Context: an optimization exercise on an open-source flow, tuned for small area, a short achievable clock period and few clock cycles per item. The choices shown serve that exercise and are no tape-out recipe.
Only simulation tests tie the RTL to the original design; equivalence was not proved.
Power and IR drop assume default switching activity.

Design hqc_encrypt, start of the top module:
module hqc_encrypt (
    input  wire logic        clk,
    input  wire logic        rst,
    input  wire logic        wb_cyc,
    input  wire logic        wb_stb,
    input  wire logic        wb_we,
    input  wire logic [5:0]  wb_adr,
    input  wire logic [31:0] wb_dat_i,
    output logic [31:0]      wb_dat_o,
    output logic             wb_ack
);
clock: 7.0 ns
lec_check: 0
cap_margin: 30
core_margin: 2
core_utilization: 55
place_density: 0.8
setup_slack_margin: 4.2
slew_margin: 40
standard.sh (not shown) runs the stock make flow with config.mk's settings and CLKGATE_MAP_FILE= SYNTH_SCRIPT=/design/flow/synth_recipe.tcl, a recipe that flattens the netlist after the stock synthesis.
==> flow/flow/run.sh <==
#!/bin/bash
# The standard layout (standard.sh: ORFS synthesis to finish), with one
# change: the port buffers that global placement inserts are buf_4 cells
# instead of the default delay buffer, which is slow on input and output paths.
set -uo pipefail
export BUFFER_PORTS_ARGS="-buffer_cell sky130_fd_sc_hd__buf_4"
bash standard.sh finish > flow_make.log 2>&1
The first run completed without violations.
Testbench counts at the start, summed over its fixed seeds: cycles 6,912, jobs 96.
Rerun with:
CORE_UTILIZATION = 40   (was 55)
PLACE_DENSITY = not set   (was 0.8)
SETUP_SLACK_MARGIN = 4.6   (was 4.2)
=>
- The changed run finished clean
- total power goes up by a little under a tenth
- sequential power hardly moves
- clock power goes up by a few percent
- routed wire length goes up by a quarter to a third
- hold slack is worse by 0.036 ns
- setup slack is better by 0.093 ns
- first-iteration DRC count goes up by roughly a tenth
Rerun with:
SETUP_SLACK_MARGIN = 4.2   (was 4.6)
Result:
- total power drops by about 8%
- setup slack loses 0.080 ns
- wire length drops by 19%
- via count drops by 15%
- final area drops by 18%
- area after synthesis stays the same
- clock power drops by 4.6%
- first-iteration DRC count drops by about 27%
- sequential share of layout area climbs by 6.9 points

========
build 48:
hqc_encrypt, a different RTL version from the one above (not shown whole).
Design hqc_encrypt, start of the top module:
module hqc_encrypt (
    input  wire logic        clk,
    input  wire logic        rst,
    input  wire logic        wb_cyc,
    input  wire logic        wb_stb,
    input  wire logic        wb_we,
    input  wire logic [5:0]  wb_adr,
    input  wire logic [31:0] wb_dat_i,
    output logic [31:0]      wb_dat_o,
    output logic             wb_ack
);
==> flow/config.mk <==
export PLATFORM = sky130hd
export DESIGN_NAME = hqc_encrypt
export DESIGN_NICKNAME = hqc_encrypt
export VERILOG_FILES = /design/flow/design.v
export SDC_FILE = /design/flow/constraint.sdc
export NUM_CORES = 4
export LEC_CHECK = 0
export CAP_MARGIN = 20
export CORE_MARGIN = 2
export CORE_UTILIZATION = 40
export CTS_CLUSTER_DIAMETER = 70
export CTS_CLUSTER_SIZE = 20
export SETUP_SLACK_MARGIN = 4.2
export SLEW_MARGIN = 30
==> flow/constraint.sdc <==
create_clock -name core_clock -period 7.0 [get_ports {clk}]
set_input_delay 1.4000 -clock core_clock [delete_from_list [all_inputs] [get_ports {clk}]]
set_output_delay 1.4000 -clock core_clock [all_outputs]
set_load 0.01 [all_outputs]
Scripts as last shown in full above: flow/flow/run.sh
Testbench counts of build 48, summed over its fixed seeds: cycles 6,720, jobs 96.
Input-level comparison between build 94 and build 48:
Settings: SETUP_SLACK_MARGIN changed from 4.2 to 4.45; CAP_MARGIN changed from 20 to 30; SLEW_MARGIN changed from 30 to 40.
- Per the comparison of build 94 with build 48, part of the Yosys area used for sequential elements was more or less identical; time the worst path needs with I/O delays and setup went down by 150 ps; final routed wirelength across all metal layers was more or less identical; setup slack on the worst flop-to-flop path went up by 250 ps; non-clock buffer instance count of the final layout went up by 87.
- The via count of build 94 exceeds that of build 48 by about 1.5%.
- Delta (build 94 minus build 48): first-pass GRT wire length went down about 2.5%; combinational power share went up 1.9 points.
- Build 48 ended up with met2 as its layer carrying the most global-route usage; build 94 ended up with met1.
Inputs modified between build 94 and build 24:
Settings: SETUP_SLACK_MARGIN now 4.35, was 4.45.
--- outcome ---
The clock-buffer cell count in build 24 sits about 1.5% below the value recorded for build 94. Build 24 vs. build 94: clock insertion delay at the later pin of the skew report held; area added between synthesis and finish went down 2.1 points.
Inputs modified between build 24 and build 51:
Settings: a change of SETUP_SLACK_MARGIN from 4.35 to 4.2.
### Flow results
- Required time reported for the critical path endpoint was lower in build 24 than in build 51.
- Highest fanout seen on the critical path: build 51 higher than build 24
- As far as routed wire length is concerned, build 24 and build 51 perform about the same.
- The number of combinational gates with multiple inputs of build 51 and that of build 24 are within noise of each other.
- Looking only at achievable frequency, and setting everything else aside, the lower value of build 51 and build 24 goes to build 51.
- Summary — post-route clock period utilization, build 51 relative to build 24: higher, by 1.6 points.

========
Another version of the RTL of hqc_encrypt (not shown whole).
Size in the first run: roughly 76 I/O pins, about 38000 um^2 of cells after synthesis.
clock: 7.0 ns
lec_check: 0
cap_margin: 30
core_margin: 2
core_utilization: 40
cts_buf_list: sky130_fd_sc_hd__clkbuf_8
setup_slack_margin: 4.2
slew_margin: 40
Scripts as last shown in full above: flow/flow/run.sh
The starting point went through all stages and came out clean.
Testbench counts at the start, summed over its fixed seeds: cycles 6,720, jobs 96.
Next try:
- CTS_BUF_LIST: sky130_fd_sc_hd__clkbuf_8 -> unset
- via count goes up slightly
- synthesized cell count does not change
- cell area goes up by a few percent
- clock-buffer cell count shrinks by 46
- total power rose by a few percent
- hold slack degrades by 17 ps
- worst setup slack degrades by 90 ps
- utilization came out higher by 2.0 points

========
hqc_encrypt, a different RTL version from the one above (not shown whole).
Size: about 3400 cells after synthesis, ~700 flip-flops, roughly 38000 um^2 of cells after synthesis.
Settings: LEC_CHECK=0, CAP_MARGIN=30, CORE_MARGIN=2, CORE_UTILIZATION=40, SETUP_SLACK_MARGIN=4.0, SLEW_MARGIN=40; clock period 7.0 ns.
run.sh (not shown) runs the stock make flow with config.mk's settings and CLKGATE_MAP_FILE= SYNTH_SCRIPT=/design/flow/synth_recipe.tcl, a recipe that flattens the netlist after the stock synthesis.
Stock flow here: none of the scripts above is used.
The first run finished clean.
Testbench counts at the start, summed over its fixed seeds: cycles 6,720, jobs 96.
Edit:
- CAP_MARGIN: 30 -> 20
- SETUP_SLACK_MARGIN: 4.0 -> 4.5
- SLEW_MARGIN: 40 -> 20
After rerunning: Utilization rose by 7.4 points. Final area rose by 15%. Global-route usage went up by 5.6 points. Fmax went up by 2.1%. Total power goes up by 5.9%. Clock skew grows by 20 ps. Wire length goes up by 15%.

========
hqc_encrypt, a different RTL version from the one above (not shown whole).
Size in the first run: roughly 3400 cells after synthesis, ~690 flip-flops, ~76 I/O pins.
Settings: LEC_CHECK=0, CAP_MARGIN=30, CORE_MARGIN=2, CORE_UTILIZATION=40, CTS_CLUSTER_DIAMETER=70, CTS_CLUSTER_SIZE=20, SETUP_SLACK_MARGIN=4.2, SLEW_MARGIN=40; clock period 7.0 ns.
standard.sh (not shown) runs the stock make flow with config.mk's settings and CLKGATE_MAP_FILE= SYNTH_SCRIPT=/design/flow/synth_recipe.tcl, a recipe that flattens the netlist after the stock synthesis.
Scripts as last shown in full above: flow/flow/run.sh
Testbench counts at the start, summed over its fixed seeds: cycles 6,720, jobs 96.
Change:
- CTS_BUF_LIST: unset -> sky130_fd_sc_hd__clkbuf_8
- CTS_CLUSTER_DIAMETER: 70 -> unset
- CTS_CLUSTER_SIZE: 20 -> unset
The new run ran to the end with no violations.
Combinational power goes down by about 4%.
Routed wire length goes down by 1.0%.
Count of clock-buffer cells in the layout goes up by 79.
Total power goes up by 8.2%.
Die area does not change.
Final area goes up by 0.77%.
Fmax goes up by 1.5%.
Setup slack is better by 59 ps.
Worst hold slack is worse by 30 ps.
Global-route usage stays flat.

========
Setup of P:
hqc_encrypt, a different RTL version from the one above (not shown whole).
Size: roughly 36,000 sq um of cells after synthesis.
export LEC_CHECK = 0
export CAP_MARGIN = 30
export CORE_MARGIN = 2
export CORE_UTILIZATION = 40
export CTS_CLUSTER_DIAMETER = 70
export CTS_CLUSTER_SIZE = 20
export SETUP_SLACK_MARGIN = 4.35
export SLEW_MARGIN = 40
create_clock -name core_clock -period 7.0 [get_ports {clk}]
Scripts as last shown in full above: flow/flow/run.sh
P completed every stage of the flow, and the final layout passed the timing, DRC and antenna checks.
Testbench counts of P, summed over its fixed seeds: cycles 6,720, jobs 96.
Input-level comparison between Q and P:
- SETUP_SLACK_MARGIN now 4.2, was 4.35
Results
- Q finished every stage and its layout cleared the timing, DRC and antenna checks.
- Re total power: P was higher than Q.
- On worst setup slack, Q does worse than P.
- P has higher cell area after placement than Q.
- Compared to P, Q reaches a lower achievable clock.
- Between Q and P, it is Q whose routed wire length is lower, by 6600 um.
- Compared with P, Q shows a global-route usage that is 1.1 points lower.
- On final hold slack: between P and Q, it ends up higher for P.
- Going from P to Q, average size of a mapped cell stayed essentially flat, global-route wire length before repair has decreased, design area lost 3.5%.
- P has higher via count than Q.
diff inputs: Q => R
- CTS_CLUSTER_DIAMETER: 70 -> unset
- CTS_CLUSTER_SIZE: 20 -> unset
- CTS_BUF_LIST: unset -> sky130_fd_sc_hd__clkbuf_8
--- outcome ---
- [compare] base=Q new=R: wire length on met3 went down, initial DRC count lower, combinational fraction of design power shows a reduction of 1.7 points, wire length after detailed routing increased by 1300 um relative to the old numbers.
- As far as async set-reset flop share out of synthesis goes, Q and R are indistinguishable; the numbers are identical.
- Comparing R against Q, there is no change at all in setup TNS.

========
Setup of fjord:
The RTL this note starts from:
==> flow/design.v <==
`default_nettype none
package hqc_pkg;
    localparam int N = 97;
    localparam int WEIGHT = 6;
    localparam int LOC_W = 7;
    localparam int IDX_W = 3;
    localparam int MSG_W = 8;
    localparam int REP = 12;
    localparam int WORD_W = 32;
    localparam int POLY_WORDS = 4;
    typedef logic [N-1:0] poly_t;
    typedef logic [LOC_W-1:0] loc_t;
    localparam logic [5:0] ADDR_CTRL = 6'd0;
    localparam logic [5:0] ADDR_H = 6'd1;
    localparam logic [5:0] ADDR_S = 6'd5;
    localparam logic [5:0] ADDR_R1 = 6'd9;
    localparam logic [5:0] ADDR_R2 = 6'd15;
    localparam logic [5:0] ADDR_E = 6'd21;
    localparam logic [5:0] ADDR_MSG = 6'd27;
    localparam logic [5:0] ADDR_U = 6'd28;
    localparam logic [5:0] ADDR_V = 6'd32;
    typedef enum logic {
        JOB_U,
        JOB_V
    } job_t;
    typedef enum logic [1:0] {
        SEQ_IDLE,
        SEQ_ISSUE_U,
        SEQ_ISSUE_V,
        SEQ_WAIT
    } seq_state_t;
endpackage
`default_nettype wire
`timescale 1ns/1ps
`default_nettype none
module hqc_encrypt (
    input  wire logic        clk,
    input  wire logic        rst,
    input  wire logic        wb_cyc,
    input  wire logic        wb_stb,
    input  wire logic        wb_we,
    input  wire logic [5:0]  wb_adr,
    input  wire logic [31:0] wb_dat_i,
    output logic [31:0]      wb_dat_o,
    output logic             wb_ack
);
    localparam int N = 97;
    logic [N-1:0] h_reg;
    logic [N-1:0] s_reg;
    logic [N-1:0] u_reg;
    logic [N-1:0] v_reg;
    logic [6:0]   r1_loc [6];
    logic [6:0]   r2_loc [6];
    logic [6:0]   e_loc [6];
    logic [7:0]   msg_reg;
    localparam int KA = 3;
    logic [3:0]   n;
    logic         started;
    logic         ph;
    logic [N-1:0] r_reg;
    logic [6-KA:0] amt_b;
    logic [6:0]   amt_a;
    logic access, wr, busy, go;
    logic [7:0]  dat_g;
    assign access = wb_cyc && wb_stb && !wb_ack;
    assign busy = (n != 4'd0);
    assign wr = access && wb_we && !busy;
    assign go = wr && (wb_adr == 6'd0) && wb_dat_i[0] && !rst;
    assign dat_g = wb_dat_i[7:0] & {8{!rst}};
    always_ff @(posedge clk) begin
        if (rst) wb_ack <= 1'b0;
        else wb_ack <= access;
    end
    logic [127:0] h_pad, s_pad, u_pad, v_pad;
    logic [3:0] h_ok, s_ok;
    logic [N-1:0] h_val, s_val;
    assign h_val = h_reg & {{1{h_ok[3]}}, {32{h_ok[2]}}, {32{h_ok[1]}}, {32{h_ok[0]}}};
    assign s_val = s_reg & {{1{s_ok[3]}}, {32{s_ok[2]}}, {32{s_ok[1]}}, {32{s_ok[0]}}};
    assign h_pad = {31'b0, h_val};
    assign s_pad = {31'b0, s_val};
    assign u_pad = {31'b0, u_reg};
    assign v_pad = {31'b0, v_reg};
    always_ff @(posedge clk) begin
        for (int k = 0; k < 3; k++) begin
            if (wr && wb_adr == 6'(1 + k)) h_reg[32*k +: 32] <= wb_dat_i;
            if (wr && wb_adr == 6'(5 + k)) s_reg[32*k +: 32] <= wb_dat_i;
        end
        if (wr && wb_adr == 6'd4) h_reg[96] <= wb_dat_i[0];
        if (wr && wb_adr == 6'd8) s_reg[96] <= wb_dat_i[0];
        for (int k = 0; k < 4; k++) begin
            if (rst) h_ok[k] <= 1'b0;
            else if (wr && wb_adr == 6'(1 + k)) h_ok[k] <= 1'b1;
            if (rst) s_ok[k] <= 1'b0;
            else if (wr && wb_adr == 6'(5 + k)) s_ok[k] <= 1'b1;
        end
        for (int j = 0; j < 6; j++) begin
            if (rst || (wr && wb_adr == 6'(9 + j)))  r1_loc[j] <= dat_g[6:0];
            if (rst || (wr && wb_adr == 6'(15 + j))) r2_loc[j] <= dat_g[6:0];
            if (rst || (wr && wb_adr == 6'(21 + j))) e_loc[j] <= dat_g[6:0];
        end
        if (rst || (wr && wb_adr == 6'd27)) msg_reg <= dat_g[7:0];
    end
    logic [31:0] rd_data;
    logic done_vis, busy_vis;
    assign done_vis = (n == 4'd0) ? started : (n >= 4'd10);
    assign busy_vis = busy && !(n >= 4'd10);
    logic [35:0] sel;
    always_comb begin
        for (int a = 0; a < 36; a++) sel[a] = (wb_adr == 6'(a));
    end
    always_comb begin
        rd_data = {30'b0, done_vis & sel[0], busy_vis & sel[0]};
        for (int k = 0; k < 4; k++) begin
            rd_data = rd_data | (h_pad[32*k +: 32] & {32{sel[1 + k]}});
            rd_data = rd_data | (s_pad[32*k +: 32] & {32{sel[5 + k]}});
            rd_data = rd_data | (u_pad[32*k +: 32] & {32{sel[28 + k]}});
            rd_data = rd_data | (v_pad[32*k +: 32] & {32{sel[32 + k]}});
        end
        for (int j = 0; j < 6; j++) begin
            rd_data[6:0] = rd_data[6:0] | (r1_loc[j] & {7{sel[9 + j]}});
            rd_data[6:0] = rd_data[6:0] | (r2_loc[j] & {7{sel[15 + j]}});
            rd_data[6:0] = rd_data[6:0] | (e_loc[j] & {7{sel[21 + j]}});
        end
        rd_data[7:0] = rd_data[7:0] | (msg_reg & {8{sel[27]}});
    end
    always_ff @(posedge clk) wb_dat_o <= rd_data;
    always_ff @(posedge clk) begin
        if (rst) begin
            n <= 4'd0;
            started <= 1'b0;
        end else if (go) begin
            n <= 4'd1;
            started <= 1'b1;
        end else if (busy) begin
            n <= (n == 4'd11) ? 4'd0 : n + 4'd1;
        end
    end
    logic [5:0] ja_oh, ja_busy, ja_nx;
    always_comb begin
        for (int j = 0; j < 6; j++) ja_busy[j] = ((n + 4'd2) >> 1) == 4'(j);
        ja_busy[0] = (n >= 4'd10);
        if (rst || !busy) ja_nx = 6'b000001;
        else ja_nx = ja_busy;
        if (go) ja_nx = 6'b000010;
    end
    always_ff @(posedge clk) ja_oh <= ja_nx;
    logic [6:0] amt_nx, amt_busy;
    always_comb begin
        amt_busy = '0;
        for (int j = 0; j < 6; j++) amt_busy = amt_busy | (r2_loc[j] & {7{ja_busy[j]}});
        if (rst) amt_nx = '0;
        else if (busy) amt_nx = amt_busy;
        else if (wr && wb_adr == 6'd15) amt_nx = dat_g[6:0];
        else amt_nx = r2_loc[0];
        if (go) amt_nx = r2_loc[1];
    end
    always_ff @(posedge clk) amt_a <= amt_nx;
    always_ff @(posedge clk) begin
        if (rst) ph <= 1'b0;
        else ph <= !ph;
    end
    logic [3:0] sel_h, sel_s;
    always_ff @(posedge clk) begin
        for (int k = 0; k < 4; k++) begin
            sel_h[k] <= !rst && !ph && (h_ok[k] || (wr && wb_adr == 6'(1 + k)));
            sel_s[k] <= !rst && ph && (s_ok[k] || (wr && wb_adr == 6'(5 + k)));
        end
    end
    logic [N-1:0] in_a;
    logic [N-1:0] rot_a;
    always_comb begin
        for (int i = 0; i < N; i++) in_a[i] = (h_reg[i] & sel_h[i / 32] & !rst) | (s_reg[i] & sel_s[i / 32] & !rst);
    end
    logic [N-1:0] sa [KA+1];
    assign sa[0] = in_a;
    genvar k, i;
    generate
        for (k = 0; k < KA; k++) begin : g_sa
            for (i = 0; i < N; i++) begin : g_bit
                assign sa[k+1][i] = amt_a[k] ? sa[k][(i + N - ((1 << k) % N)) % N] : sa[k][i];
            end
        end
    endgenerate
    assign rot_a = sa[KA];
    logic [6:0] loc_a;
    always_comb begin
        loc_a = '0;
        for (int j = 0; j < 6; j++) loc_a = loc_a | ((ph ? r1_loc[j] : e_loc[j]) & {7{ja_oh[j]}});
    end
    logic [7:0] t_f;
    logic [6:0] d_f;
    logic [N-1:0] flip;
    assign t_f = {1'b0, loc_a} - {1'b0, amt_a[6:KA], 3'b000};
    always_comb begin
        d_f = t_f[7] ? 7'(t_f + 8'd97) : t_f[6:0];
        if (rst) d_f = '0;
        for (int b = 0; b < N; b++) flip[b] = (d_f == 7'(b));
    end
    always_ff @(posedge clk) begin
        r_reg <= rot_a ^ flip;
        amt_b <= rst ? '0 : amt_a[6:KA];
    end
    logic [N-1:0] rot_b;
    logic [N-1:0] term;
    logic [N-1:0] sb [8-KA];
    assign sb[0] = r_reg;
    generate
        for (k = 0; k < 7 - KA; k++) begin : g_sb
            for (i = 0; i < N; i++) begin : g_bit
                assign sb[k+1][i] = amt_b[k] ? sb[k][(i + N - ((1 << (k + KA)) % N)) % N] : sb[k][i];
            end
        end
    endgenerate
    assign rot_b = sb[7-KA];
    assign term = rot_b;
    logic exec, add_u, add_v;
    logic [N-1:0] codeword;
    assign exec = go || busy;
    assign add_u = exec && !ph && !rst;
    assign add_v = exec && ph && !rst;
    always_comb begin
        codeword = '0;
        for (int b = 0; b < 96; b++) codeword[b] = msg_reg[b / 12];
    end
    always_ff @(posedge clk) begin
        u_reg <= (u_reg & {N{!rst && !go}}) ^ (term & {N{add_u}});
        v_reg <= (go ? codeword : (v_reg & {N{!rst}})) ^ (term & {N{add_v}});
    end
endmodule
`default_nettype wire
==> flow/config.mk <==
export PLATFORM = sky130hd
export DESIGN_NAME = hqc_encrypt
export DESIGN_NICKNAME = hqc_encrypt
export VERILOG_FILES = /design/flow/design.v
export SDC_FILE = /design/flow/constraint.sdc
export NUM_CORES = 4
export LEC_CHECK = 0
export CAP_MARGIN = 30
export CORE_MARGIN = 2
export CORE_UTILIZATION = 40
export SETUP_SLACK_MARGIN = 4.2
export SLEW_MARGIN = 40
==> flow/constraint.sdc <==
create_clock -name core_clock -period 7.0 [get_ports {clk}]
set_input_delay 1.4000 -clock core_clock [delete_from_list [all_inputs] [get_ports {clk}]]
set_output_delay 1.4000 -clock core_clock [all_outputs]
set_load 0.01 [all_outputs]
Scripts as last shown in full above: flow/flow/run.sh
Testbench counts of fjord, summed over its fixed seeds: cycles 6,720, jobs 96.
#### Input delta (juniper over fjord)
# fjord
export LEC_CHECK = 0
export CAP_MARGIN = 30
export CORE_MARGIN = 2
export CORE_UTILIZATION = 40
export SETUP_SLACK_MARGIN = 4.2
export SLEW_MARGIN = 40
create_clock -name core_clock -period 7.0 [get_ports {clk}]
# juniper
export LEC_CHECK = 0
export CAP_MARGIN = 30
export CORE_MARGIN = 2
export CORE_UTILIZATION = 40
export CTS_BUF_LIST = sky130_fd_sc_hd__clkbuf_8
export SETUP_SLACK_MARGIN = 4.2
export SLEW_MARGIN = 40
create_clock -name core_clock -period 7.0 [get_ports {clk}]
Notes after the runs:
- juniper vs fjord — core utilization dropped 0.16 points.
- juniper ends up with higher non-clock buffer count than fjord does.
- Via count (juniper over fjord): increase, 0.65%
- Looking at area occupied by multi-input gates, juniper sits above fjord.
- Worst-case hold slack: juniper vs fjord, no meaningful difference

[re-timing with driven ports]
The flow's constraints put no driver on any port. The routed layouts listed below were extracted and timed again, unchanged, in two steps. Step 1, drivers: a clkbuf_16 drives clk and a buf_2 each remaining input, both assumed. Step 2 also shifts input and output timing later by t, the mid clock arrival at the registers, as if the neighbouring blocks saw the same clock. Slacks: no drivers / after step 1 / after step 2; pairs: no drivers / after step 1.
| run | t, ns | setup slack, ns | hold slack, ns | latest minus earliest clock arrival (ns) | pins driven straight from the clock port |
|---|---|---|---|---|---|
| the first run of note 1 | 0.730 | 4.094 / 3.969 / 3.239 | 0.396 / 0.396 / 0.396 | 0.028 / 0.028 | 1 |
| the second run of note 1 | 0.746 | 4.187 / 4.105 / 3.358 | 0.359 / 0.359 / 0.359 | 0.035 / 0.035 | 1 |
| the third run of note 1 | 0.746 | 4.107 / 4.067 / 3.322 | 0.325 / 0.325 / 0.325 | 0.041 / 0.041 | 1 |
| build 48 | 0.702 | 4.109 / 4.098 / 3.396 | 0.328 / 0.328 / 0.328 | 0.033 / 0.033 | 1 |
| build 94 | 0.712 | 4.258 / 4.128 / 3.417 | 0.340 / 0.340 / 0.340 | 0.057 / 0.057 | 1 |
| build 24 | 0.708 | 4.224 / 4.050 / 3.342 | 0.328 / 0.328 / 0.328 | 0.046 / 0.046 | 1 |
| build 51 | 0.710 | 4.111 / 4.118 / 3.408 | 0.329 / 0.329 / 0.329 | 0.040 / 0.040 | 1 |
| the first run of note 3 | 0.900 | 4.072 / 4.114 / 3.214 | 0.362 / 0.362 / 0.362 | 0.051 / 0.050 | 1 |
| the second run of note 3 | 0.732 | 3.981 / 3.965 / 3.233 | 0.346 / 0.346 / 0.346 | 0.040 / 0.040 | 1 |
| the first run of note 4 | 0.718 | 3.731 / 3.731 / 3.223 | 0.325 / 0.325 / 0.325 | 0.030 / 0.029 | 1 |
| the second run of note 4 | 0.734 | 3.800 / 3.805 / 3.071 | 0.328 / 0.328 / 0.328 | 0.054 / 0.054 | 1 |
| the first run of note 5 | 0.714 | 3.094 / 3.115 / 2.401 | 0.446 / 0.446 / 0.446 | 0.066 / 0.066 | 1 |
| the second run of note 5 | 0.863 | 3.152 / 3.173 / 2.309 | 0.416 / 0.416 / 0.416 | 0.097 / 0.097 | 1 |
| P | 0.716 | 4.211 / 4.059 / 3.343 | 0.352 / 0.352 / 0.352 | 0.032 / 0.031 | 1 |
| Q | 0.707 | 4.096 / 4.071 / 3.364 | 0.332 / 0.332 / 0.332 | 0.044 / 0.044 | 1 |
| R | 0.819 | 4.067 / 4.047 / 3.228 | 0.329 / 0.329 / 0.329 | 0.073 / 0.072 | 1 |
| fjord | 0.732 | 3.245 / 3.245 / 2.805 | 0.444 / 0.444 / 0.444 | 0.045 / 0.045 | 1 |
| juniper | 0.834 | 3.291 / 3.291 / 2.678 | 0.444 / 0.444 / 0.444 | 0.083 / 0.083 | 1 |
After both steps setup and hold are still met in every run listed. The setup slack of build 24, which loses most, moves by -0.174 ns with the drivers and by -0.882 ns with both steps.
